Context: an optimization exercise on an open-source flow, tuned for small area, a short achievable clock period and few clock cycles per item. The choices shown serve that exercise and are no tape-out recipe.
No run shown here included a check of the RTL's function; only the layout flow was run.
Power figures rest on the tool's default switching activity, not on a simulated workload.

==> flow/design.v, too long to show whole: its modules and the start of the top module <==
// module csa_fa: 9 lines
// module binary_neuron: 926 lines
module binary_neuron (
    input  logic                    clk,
    input  logic                    reset,
    input  logic                    in_valid,
    output logic                    in_ready,
    input  logic [320:0]            in_req,
    output logic                    out_valid,
    input  logic                    out_ready,
    output logic [9:0]              out_sum
);
  // ...
==> flow/flow/run.sh <==
#!/bin/bash
# The standard layout (standard.sh: ORFS synthesis to final layout), with
# one change: the input and output ports are buffered with the smallest
# buffer, sky130_fd_sc_hd__buf_1, instead of the cell buffer_ports picks by
# default (clkdlybuf4s50_1).  Later repair steps may still resize them.
set -euo pipefail
export BUFFER_PORTS_ARGS="-buffer_cell sky130_fd_sc_hd__buf_1"
bash standard.sh > standard_flow.log 2>&1
==> flow/standard.sh <==
#!/bin/bash
# synth_recipe.tcl (not shown) runs the flow's synth.tcl, then flattens the netlist and writes it again
# the make line also repeats each setting of config.mk as NAME=value (left out here)
make -C /OpenROAD-flow-scripts/flow DESIGN_CONFIG=/design/flow/config.mk WORK_HOME=/design/flow/orfs CLKGATE_MAP_FILE= SYNTH_SCRIPT=/design/flow/synth_recipe.tcl "${@:-finish}"
==> flow/config.mk <==
export PLATFORM = sky130hd
export DESIGN_NAME = binary_neuron
export DESIGN_NICKNAME = binary_neuron
export VERILOG_FILES = /design/flow/design.v
export SDC_FILE = /design/flow/constraint.sdc
export NUM_CORES = 4
export LEC_CHECK = 0
export CAP_MARGIN = 20
export CORE_MARGIN = 2
export CORE_UTILIZATION = 40
export SLEW_MARGIN = 20
export SYNTH_HIERARCHICAL = 1
export SYNTH_MINIMUM_KEEP_SIZE = 0
==> flow/constraint.sdc <==
create_clock -name core_clock -period 6.0 [get_ports {clk}]
set_input_delay 1.2000 -clock core_clock [delete_from_list [all_inputs] [get_ports {clk}]]
set_output_delay 1.2000 -clock core_clock [all_outputs]
set_load 0.01 [all_outputs]
==> metrics.yaml, run 1 <==
finish:
  area_share_clock_buf_inv_pct: 3.73
  ff_latch_area_sq_um: 3800
  top_area_cell_class: "multi-input gates"
  design.seq.count: 175
  fillCellCount: 2883
min_path:
  timing.hold.worst.start: "stage_valid[1]"
  hold_path_class: "reg2reg"
global_route:
  grt_use_met2_pct: 37.2
worst_setup_path:
  crit_path_top_delay_cell: "sky130_fd_sc_hd__fa_1"
  crit_path_max_fanout: 4
  critical_path_sink: "out_sum[9]"
  path_delay_family: "adder cells"
  cp.required_ns: 6.26
  setup.worst_path.end_class: "flop"
  crit_buf_inv: 0
run_status:
  outcome: "timing/DRC/antenna clean"
yosys:
  post_synth_mux_area_share_pct: 0.159
  synthTopCellsByArea: "sky130_fd_sc_hd__fa_1 39%, sky130_fd_sc_hd__dfxtp_1 23%, sky130_fd_sc_hd__xnor2_1 9.2%"
timing:
  setup_viol: 0
power:
  p_sw_mw: 4.02
  pwr.group.clock_mw: 1.05
  power_density_nw_per_um2: 637
clocking:
  ctsResizeCount: 0
routing:
  detail_route.vias_per_cell: 4.53
  detail_route.drc_violations: 0
floorplan:
  floorplan.tapcells: 402
==> run 2: changes to the inputs <==
--- a/flow/design.v
+++ b/flow/design.v
@@ -3,16 +3,24 @@
     input  logic a,
     input  logic b,
     input  logic c,
     output logic s,
     output logic co
 );
     assign {co, s} = {1'b0, a} + {1'b0, b} + {1'b0, c};
 endmodule
+module csa_ha (
+    input  logic a,
+    input  logic b,
+    output logic s,
+    output logic co
+);
+    assign {co, s} = {1'b0, a} + {1'b0, b};
+endmodule
 `timescale 1ns/10ps
 module binary_neuron (
     input  logic                    clk,
     input  logic                    reset,
     input  logic                    in_valid,
     output logic                    in_ready,
     input  logic [320:0]            in_req,
     output logic                    out_valid,
@@ -207,17 +215,17 @@
     wire q3_61 = ~(in_req[76] ^ (~in_req[3] & (in_req[73] | in_req[74] | in_req[75])));
     wire p1_62 = in_req[70] ^ (~in_req[2] & in_req[69]);
     wire p2_62 = in_req[71] ^ (~in_req[2] & (in_req[69] | in_req[70]));
     wire q3_62 = ~(in_req[72] ^ (~in_req[2] & (in_req[69] | in_req[70] | in_req[71])));
     wire p1_63 = in_req[66] ^ (~in_req[1] & in_req[65]);
     wire p2_63 = in_req[67] ^ (~in_req[1] & (in_req[65] | in_req[66]));
     wire q3_63 = ~(in_req[68] ^ (~in_req[1] & (in_req[65] | in_req[66] | in_req[67])));
     logic r1_s57, r1_s59, r1_s61, r1_s123, r1_s125, r1_s127, r1_s129, r1_s131, r1_s133, r1_s135, r1_c58, r1_c60, r1_c62, r1_s137, r1_s139, r1_s141, r1_s143, r1_s145, r1_c122, r1_c124, r1_c126, r1_c128, r1_c130, r1_c132, r1_c134, r1_c136, r1_s203, r1_s205, r1_s207, r1_s209, r1_s211, r1_s213, r1_s215, r1_s217, r1_s219, r1_s221, r1_s223, r1_s225, r1_s227, r1_s229, r1_s231, r1_c138, r1_c140, r1_c142, r1_c144, r1_c146, r1_s233, r1_s235, r1_s311, r1_s313, r1_c204, r1_c206, r1_c208, r1_c210, r1_c212, r1_c214, r1_c216, r1_c218, r1_c220, r1_c222, r1_c224, r1_c226, r1_c228, r1_c230, r1_c232, r1_s315, r1_s317, r1_s319, r1_s321, r1_s323, r1_s325, r1_s327, r1_s329, r1_s331, r1_s333, r1_s335, r1_s337, r1_s339, r1_s341, r1_c234, r1_c236, r1_c314, r1_c316, r1_c318, r1_c320, r1_c322, r1_c324, r1_c326, r1_c328, r1_c330, r1_c332, r1_c334, r1_c336, r1_c338, r1_c340, r1_c342, r1_s393, r1_s395, r1_s397, r1_s399, r1_s401, r1_s403, r1_s405, r1_c394, r1_c396, r1_c398, r1_c400, r1_c402, r1_c404, r1_c406;
-    logic r2_s387, r2_c272, r2_s389, r2_s443, r2_c390, r2_s445, r2_s447, r2_c448, r2_s475, r2_s477, r2_s489, r2_c476, r2_s491, r2_c478, r2_c488, r2_s497, r2_c490, r2_c492, r2_c498, r2_s63, r2_s157, r2_s271, r2_s159;
+    logic r2_s387, r2_c272, r2_s389, r2_s443, r2_c390, r2_s445, r2_s447, r2_c448, r2_s475, r2_s477, r2_s489, r2_c476, r2_s491, r2_c478, r2_c488, r2_s497, r2_c490, r2_c492, r2_c498, r2_g514, r2_s63, r2_g505, r2_g513;
     wire s1 = ~(in_req[317] ^ in_req[313]);
     wire c2 = in_req[317] | in_req[313];
     wire s3, c4;
     csa_fa u_s3 (.a(in_req[309]), .b(in_req[305]), .c(in_req[301]), .s(s3), .co(c4));
     wire s5, c6;
     csa_fa u_s5 (.a(in_req[297]), .b(in_req[293]), .c(in_req[289]), .s(s5), .co(c6));
     wire s7, c8;
     csa_fa u_s7 (.a(in_req[285]), .b(in_req[281]), .c(in_req[277]), .s(s7), .co(c8));
@@ -712,38 +720,64 @@
     wire s497 = ~(c484 ^ c486);
     wire c498 = c484 | c486;
     wire s499, c500;
     csa_fa u_s499 (.a(r2_c488), .b(r2_s497), .c(r2_c490), .s(s499), .co(c500));
     wire s501, c502;
     csa_fa u_s501 (.a(r2_c492), .b(s499), .c(c494), .s(s501), .co(c502));
     wire s503 = ~(r2_c498 ^ c500);
     wire c504 = r2_c498 | c500;
-    wire [9:0] row_a = {c504, s503, s501, s495, s481, s451, s391, r2_s271, r2_s157, r2_s63};
-    wire [9:0] row_b = {1'b0, c502, c496, c482, 1'b0, 1'b0, 1'b0, 1'b0, r2_s159, 1'b0};
-    wire [9:0] total = row_a + row_b;
+    wire g505 = s157 ^ s159;
+    wire g506 = s157 & s159;
+    wire g507 = s495 ^ c482;
+    wire g508 = s495 & c482;
+    wire g509 = s501 ^ c496;
+    wire g510 = s501 & c496;
+    wire g511 = s503 ^ c502;
+    wire g512 = s503 & c502;
+    wire g513 = s271 ^ g506;
+    wire g514 = s271 & g506;
+    wire g515 = s391 ^ r2_g514;
+    wire g516 = s391 & r2_g514;
+    wire g517 = s451 ^ g516;
+    wire g518 = s451 & g516;
+    wire g519 = s481 ^ g518;
+    wire g520 = s481 & g518;
+    wire g521 = g507 ^ g520;
+    wire g522 = g508 | (g507 & g520);
+    wire g523 = g509 ^ g522;
+    wire g524 = g510 | (g509 & g508);
+    wire g525 = g509 & g507;
+    wire g526 = g524 | (g525 & g520);
+    wire g527 = g511 ^ g526;
+    wire g528 = g512 | (g511 & g510);
+    wire g529 = g511 & g509;
+    wire g530 = g528 | (g529 & g522);
+    wire g531 = c504 ^ g530;
+    wire [9:0] total = {g531, g527, g523, g521, g519, g517, g515, r2_g513, r2_g505, r2_s63};
     logic         accept, pop;
-    logic [2:0] pending, pending_next;
+    logic [3:0] pending, pending_next;
     assign accept = in_valid && in_ready;
     assign pop    = out_valid && out_ready;
     always_comb begin
         case ({accept, pop})
-            2'b10:   pending_next = {pending[1:0], 1'b1};
-            2'b01:   pending_next = {1'b0, pending[2:1]};
+            2'b10:   pending_next = {pending[2:0], 1'b1};
+            2'b01:   pending_next = {1'b0, pending[3:1]};
             default: pending_next = pending;
         endcase
     end
     always_ff @(posedge clk) begin
         if (reset) begin
-            pending <= '0;
+            pending  <= '0;
+            in_ready <= 1'b1;
         end else begin
-            pending <= pending_next;
+            pending  <= pending_next;
+            in_ready <= !pending_next[3];
         end
     end
-    assign in_ready = !pending[2] || pop;
     logic [2:1] stage_valid;
     always_ff @(posedge clk) begin
         if (reset) begin
             stage_valid <= '0;
         end else begin
             stage_valid <= {stage_valid[1:1], accept};
         end
     end
@@ -874,56 +908,56 @@
         r2_c476 <= c476;
         r2_s491 <= s491;
         r2_c478 <= c478;
         r2_c488 <= c488;
         r2_s497 <= s497;
         r2_c490 <= c490;
         r2_c492 <= c492;
         r2_c498 <= c498;
+        r2_g514 <= g514;
         r2_s63 <= s63;
-        r2_s157 <= s157;
-        r2_s271 <= s271;
-        r2_s159 <= s159;
+        r2_g505 <= g505;
+        r2_g513 <= g513;
     end
-    logic [9:0]      q_data [0:1];
-    logic [1:0]    q_wr, q_rd, q_occ;
+    logic [9:0]      q_data [0:2];
+    logic [2:0]    q_wr, q_rd, q_occ;
     logic [9:0]      q_head;
     logic            q_empty;
     logic            result;        
     logic            head_load;     
     logic            q_push, q_pull;
     assign result    = stage_valid[2];
     assign q_empty   = !q_occ[0];
     assign head_load = !out_valid || out_ready;
     assign q_pull    = head_load && !q_empty;
     assign q_push    = result && !(head_load && q_empty);
     always_ff @(posedge clk) begin
         if (reset) begin
-            q_wr  <= 2'd1;
-            q_rd  <= 2'd1;
+            q_wr  <= 3'd1;
+            q_rd  <= 3'd1;
             q_occ <= '0;
         end else begin
-            if (q_push) q_wr <= {q_wr[0:0], q_wr[1]};
-            if (q_pull) q_rd <= {q_rd[0:0], q_rd[1]};
+            if (q_push) q_wr <= {q_wr[1:0], q_wr[2]};
+            if (q_pull) q_rd <= {q_rd[1:0], q_rd[2]};
             case ({q_push, q_pull})
-                2'b10:   q_occ <= {q_occ[0:0], 1'b1};
-                2'b01:   q_occ <= {1'b0, q_occ[1:1]};
+                2'b10:   q_occ <= {q_occ[1:0], 1'b1};
+                2'b01:   q_occ <= {1'b0, q_occ[2:1]};
                 default: ;
             endcase
         end
     end
     always_ff @(posedge clk) begin
-        for (int i = 0; i < 2; i++) begin
+        for (int i = 0; i < 3; i++) begin
             if (q_push && q_wr[i]) q_data[i] <= total;
         end
     end
     always_comb begin
         q_head = '0;
-        for (int i = 0; i < 2; i++) begin
+        for (int i = 0; i < 3; i++) begin
             q_head = q_head | (q_data[i] & {10{q_rd[i]}});
         end
     end
     always_ff @(posedge clk) begin
         if (reset) begin
             out_valid <= 1'b0;
         end else if (head_load) begin
             out_valid <= !q_empty || result;
==> flow/config.mk (replaced) <==
export PLATFORM = sky130hd
export DESIGN_NAME = binary_neuron
export DESIGN_NICKNAME = binary_neuron
export VERILOG_FILES = /design/flow/design.v
export SDC_FILE = /design/flow/constraint.sdc
export NUM_CORES = 4
export LEC_CHECK = 0
export CAP_MARGIN = 20
export CORE_MARGIN = 2
export CORE_UTILIZATION = 40
export CTS_BUF_LIST = sky130_fd_sc_hd__clkbuf_8
export SLEW_MARGIN = 20
export SYNTH_HIERARCHICAL = 1
export SYNTH_MINIMUM_KEEP_SIZE = 0
==> run 2 against run 1 <==
Die area rose by 4.7%. Non-clock buffer count rose by 1. Count of clock-buffer cells in the layout fell by 1. Fmax fell by 4.6%. Still clean. Worst hold slack improved by 0.017 ns. Synthesized area rose by 4.8%. Register-to-register slack got worse by 0.14 ns. Wire length rose by 3.9%.
==> metrics.yaml, run 2 <==
run_status:
  outcome: "timing/DRC/antenna clean"  # unchanged
worst_setup_path:
  crit_path_max_fanout: 3  # was 4
  startpoint_type: "flop"  # unchanged
  setup.worst_path.end_class: "flop"  # unchanged
  cp.required_ns: 6.22  # was 6.26 ns
  cp.arrival_ns: 3.35  # was 3.25 ns
  worst_setup_path_type: "reg2reg"  # unchanged
finish:
  fin_nets: 2046  # was 1998
  layout_top_registers: "q_data x30, out_sum x10, pending x4"  # was q_data x20, out_sum x10, pending x3
  largest_register_ffs: 30  # was 20
  most_frequent_standard_cell_in_the_layout_excluding_fill_and_tap_cells: "sky130_fd_sc_hd__buf_1"  # unchanged
  multiInputGateArea_sq_um: 8840  # was 8690 sq um
  fillCellCount: 3054  # was 2883
  mostFrequentLayoutCells: "336 x sky130_fd_sc_hd__buf_1, 244 x sky130_fd_sc_hd__fa_1, 213 x sky130_fd_sc_hd__nor2_1, 150 x sky130_fd_sc_hd__dfxtp_1, 130 x sky130_fd_sc_hd__xnor2_1"  # was 336 x sky130_fd_sc_hd__buf_1, 243 x sky130_fd_sc_hd__fa_1, 215 x sky130_fd_sc_hd__nor2_1, 145 x sky130_fd_sc_hd__dfxtp_1, 132 x sky130_fd_sc_hd__xnor2_1
  top_register: "q_data"  # unchanged
  layout.cell_area.non_filler_sq_um: 15400  # was 14900 sq um
  areaGrowthSynthToFinish_pct: 16.7  # was 18.2%
  fraction_of_final_layout_cells_sized_beyond_drive_strength_1_pct: 2.86  # was 2.39%
  layout.cells.non_filler: 1912  # was 1827
  num_antenna_cells: 0  # unchanged
  ff_latch_area_sq_um: 4200  # was 3800 sq um
floorplan:
  initial_utilization_pct: 40.7  # was 40.3%
  ios: 337  # unchanged
  die-height_um: 186  # was 182 um
  fp.dieW_um: 186  # was 182 um
  number_of_rows_in_the_core_area: 66  # was 65
  core_area_sq_um: 32500  # was 31300 sq um
  area_enclosed_by_the_die_boundary_sq_um: 34600  # was 33000 sq um
yosys:
  ys.flop_type: "sky130_fd_sc_hd__dfxtp_1"  # unchanged
  synth_top_family_by_area: "adder cells"  # unchanged
  post_synth_mux_area_share_pct: 0.151  # was 0.159%
  yosys_register_bits: 190  # was 175
  synth-warning-count: 8  # unchanged
  synth_edf_count: 40  # was 30
  synthCells: 1109  # was 1064
  synth_adder_area_share_pct: 38.8  # was 40.1%
  synthTopCellsByArea: "sky130_fd_sc_hd__fa_1 37%, sky130_fd_sc_hd__dfxtp_1 23%, sky130_fd_sc_hd__edfxtp_1 9.1%"  # was sky130_fd_sc_hd__fa_1 39%, sky130_fd_sc_hd__dfxtp_1 23%, sky130_fd_sc_hd__xnor2_1 9.2%
  async_flop_share_pct: 0  # unchanged
  netlist_area_sq_um: 13200  # was 12600 sq um
  commonest_cells_in_the_netlist: "244 x sky130_fd_sc_hd__fa_1, 213 x sky130_fd_sc_hd__nor2_1, 150 x sky130_fd_sc_hd__dfxtp_1, 130 x sky130_fd_sc_hd__xnor2_1, 66 x sky130_fd_sc_hd__nor3_1"  # was 243 x sky130_fd_sc_hd__fa_1, 215 x sky130_fd_sc_hd__nor2_1, 145 x sky130_fd_sc_hd__dfxtp_1, 132 x sky130_fd_sc_hd__xnor2_1
  synth.most_common_cell: "sky130_fd_sc_hd__fa_1"  # unchanged
  area_fraction_in_and_or_nand_and_nor_cells_after_synthesis_pct: 12.6  # was 13.1%
  synth_sequential_area_ratio_pct: 31.8  # was 30.1%
  synth_cell_types: 35  # was 34
  synth-compound-area-share_pct: 2.38  # was 1.72%
  synth_xor_xnor_area_share_pct: 12.9  # was 13.7%
  synth_area_per_cell_sq_um: 11.9  # about the same
  synthDominantAreaCellType: "sky130_fd_sc_hd__fa_1"  # unchanged
  synth.top_cell.area_share_pct: 36.9  # was 38.5%
  post_synthesis_net_count: 1698  # was 1648
clocking:
  clock_pin_slew_on_the_worst_setup_and_hold_paths_ns: 0.11  # was 0.07 ns
  tritoncts_clock_tree: "done"  # unchanged
  root_buffer: "sky130_fd_sc_hd__clkbuf_8"  # was sky130_fd_sc_hd__clkbuf_16
  clock-sinks: 190  # was 175
  clkLatencyLatePin_ns: 0.47  # was 0.42 ns
  ctsResizeCount: 0  # unchanged
  tritoncts.num_buffers: 17  # unchanged
  cts_post_setup_buffers_inserted: 0  # unchanged
  hold_buffers: 0  # unchanged
  cts_htree_levels: 4  # unchanged
  cts.path.max_buffers: 2  # unchanged
timing:
  final_skew_ns: 0.0117  # was 0.00872 ns
  worst_max_slew_margin_expressed_relative_to_the_limit_pct: 55.3  # was 36.6%
  grt_setup_unrepaired: "false"  # unchanged
  worstMarginPinSlew_ns: 0.670  # was 0.948 ns
  fmax_ghz: 0.319  # was 0.334 GHz
  setup_viol: 0  # unchanged
  tns_ns: 0  # unchanged
  final_hold_viol_count: 0  # unchanged
  period_minus_slack_ns: 3.14  # was 2.99 ns
  final-max-slew-violation-count: 0  # unchanged
  final.period_utilization_pct: 52.3  # was 49.9%
min_path:
  hold_path_class: "reg2reg"  # unchanged
routing:
  detail_route.vias_per_cell: 4.57  # was 4.53
  detail_route.wirelength_mm: 32.5  # was 31.3 mm
  drt_pass1_iterations: 5  # was 4
  avgRoutedWirePerCell_um: 17.0  # was 17.1 um
  detail_route.drc_violations: 0  # unchanged
  num_vias: 8736  # was 8285
  number_of_nets_with_antenna_violations_after_detailed_routing: 0  # unchanged
  initialDrtViolationCount: 261  # was 257
placement:
  port_buffers: 336  # unchanged
  post_dp_cell_area_sq_um: 15000  # was 14400 sq um
  hpwlAfterDp_mm: 29.2  # was 28.5 mm
  dpl.cell_count: 1880  # was 1797
  globalplace.congestion: 0.892  # was 0.856
global_route:
  grtUsageMet3_pct: 2.90  # was 3.45%
  grtUsageMet1_pct: 23.9  # was 23.8%
  grt_use_met2_pct: 36.3  # was 37.2%
  grt.total_usage_pct: 19.5  # was 19.7%
  global_route.overflow_total: 0  # unchanged
  grt_first_pass_wirelength_mm: 49.6  # was 48.3 mm
  top_usage_layer: "met2"  # unchanged
  grt_start_max_net_pins: 27  # was 17
  number_of_global_route_vias_before_repair: 9270  # was 9003
  grt_antenna_before_repair: 0  # unchanged
power:
  static-leakage-power_nw: 5.70  # was 5.54 nW
  power_density_nw_per_um2: 654  # was 637 nW/um^2
  peak_supply_drop_mv: 0.472  # was 0.592 mV
flow_run:
  max_cap_viol_count: 0  # unchanged
==> run 2: changes by cell type after synthesis, sizes merged, moves of 4 or more <==
cell	change
a222oi	+8
ha	+4
dfxtp	+5
nand2	+9
a221oi	-5
inv	+9
edfxtp	+10
a21oi	+11
==> run 2: cell type report <==
class / count / share of cell area [%]
Clock buffer: 17 / 1.51
Clock inverter: 15 / 1.30
Inverter: 39 / 0.948
Multi-Input combinational cell: 872 / 57.2
Sequential cell: 190 / 27.2
Tap cell: 442 / 3.58
Timing Repair Buffer: 337 / 8.21
==> run 2: worst max-delay path, stage by stage, from the launching register on <==
cell and delay (ns):
sky130_fd_sc_hd__dfxtp_1 0.33, sky130_fd_sc_hd__fa_1 0.48, sky130_fd_sc_hd__fa_1 0.40, sky130_fd_sc_hd__fa_1 0.52, sky130_fd_sc_hd__ha_1 0.16, sky130_fd_sc_hd__inv_1 0.05, sky130_fd_sc_hd__fa_1 0.40, sky130_fd_sc_hd__inv_1 0.07
sky130_fd_sc_hd__a21oi_1 0.09, sky130_fd_sc_hd__o21ba_2 0.22, sky130_fd_sc_hd__xor2_1 0.16
==> run 2: cell families (layout without fill, tap and decap cells) <==
| kind of cell | count (synthesis) | count (layout) |
|---|---|---|
| compound gates | 43 | 43 |
| xor+xnor | 195 | 195 |
| fa+ha+maj | 264 | 264 |
| buf+inv | 47 | 408 |
| flops | 190 | 190 |
| mux | 2 | 2 |
| simple gates | 368 | 368 |
==> run 2: where the power goes <==
part	internal, mW	leakage [nW]	total [mW]	switching, mW
Sequential	2.22	1.63	2.53	0.314
Clock	0.395	0.217	0.900	0.505
Combinational	3.07	3.85	6.67	3.60
==> run 2: per-layer routing <==
layer | vias to the layer above | share of wire [%]
met5 | - | 0
met4 | 0 | 1.5
met3 | 23 | 3.8
met2 | 236 | 55
met1 | 4254 | 40
li1 | 4223 | -
==> run 2: final timing paths <==
path,cells after the start,start,slack [ns],endpoint
setup / recovery,10,r2_s443,2.86,q_data[0][9]
hold / removal,1,stage_valid[1],0.46,stage_valid[2]
setup reg to reg,10,r2_s443,2.86,q_data[0][9]
hold reg to reg,1,stage_valid[1],0.46,stage_valid[2]
==> run 2: modules after synthesis, one instance, submodules excluded <==
module,cells inside,times used,area (sq um),flops+latches
csa_fa,1,243,20.0,0
binary_neuron,866,1,8370,190
==> run 2: stage by stage <==
stage / hold WS [ns] / power (mW) / utilization [%] / worst slack [ns]
global placement: 0.431 / 8.91 / 46.1 / 2.90
global route: 0.491 / 11.1 / 47.5 / 2.72
floorplan: 0.414 / 6.73 / - / 2.99
finish: 0.460 / 10.1 / 47.5 / 2.86
CTS: 0.462 / 10.2 / 47.5 / 2.86
detailed placement: 0.441 / 9.28 / 46.1 / 2.87

[static timing again, ports no longer ideal]
No port has a modelled driver above. Below, the same layouts with a new extraction and two added sets of constraints.
Step 1: set_driving_cell puts a clkbuf_16 on clk and a buf_2 on each other input, an assumption about the parent block.
Step 2 times the ports against the registers' clock, not the clock port: input delays grow and output delays shrink by t, the midpoint of the rising clock arrivals with the driver on.
a / b / c = ideal ports / drivers / drivers and shift; a / b = the first two.
run | t (ns) | slack for setup (ns) | worst setup path at the end | latest minus earliest clock arrival (ns)
run 1 | 0.463 | 3.007 / 3.007 / 2.833 | input to register | 0.012 / 0.012
run 2 | 0.508 | 2.863 / 2.863 / 2.863 | register to register | 0.012 / 0.013
After both steps every run listed still meets setup and hold. The setup slack of run 1, which loses most, moves by 0.000 ns with the drivers and by -0.174 ns with both steps.
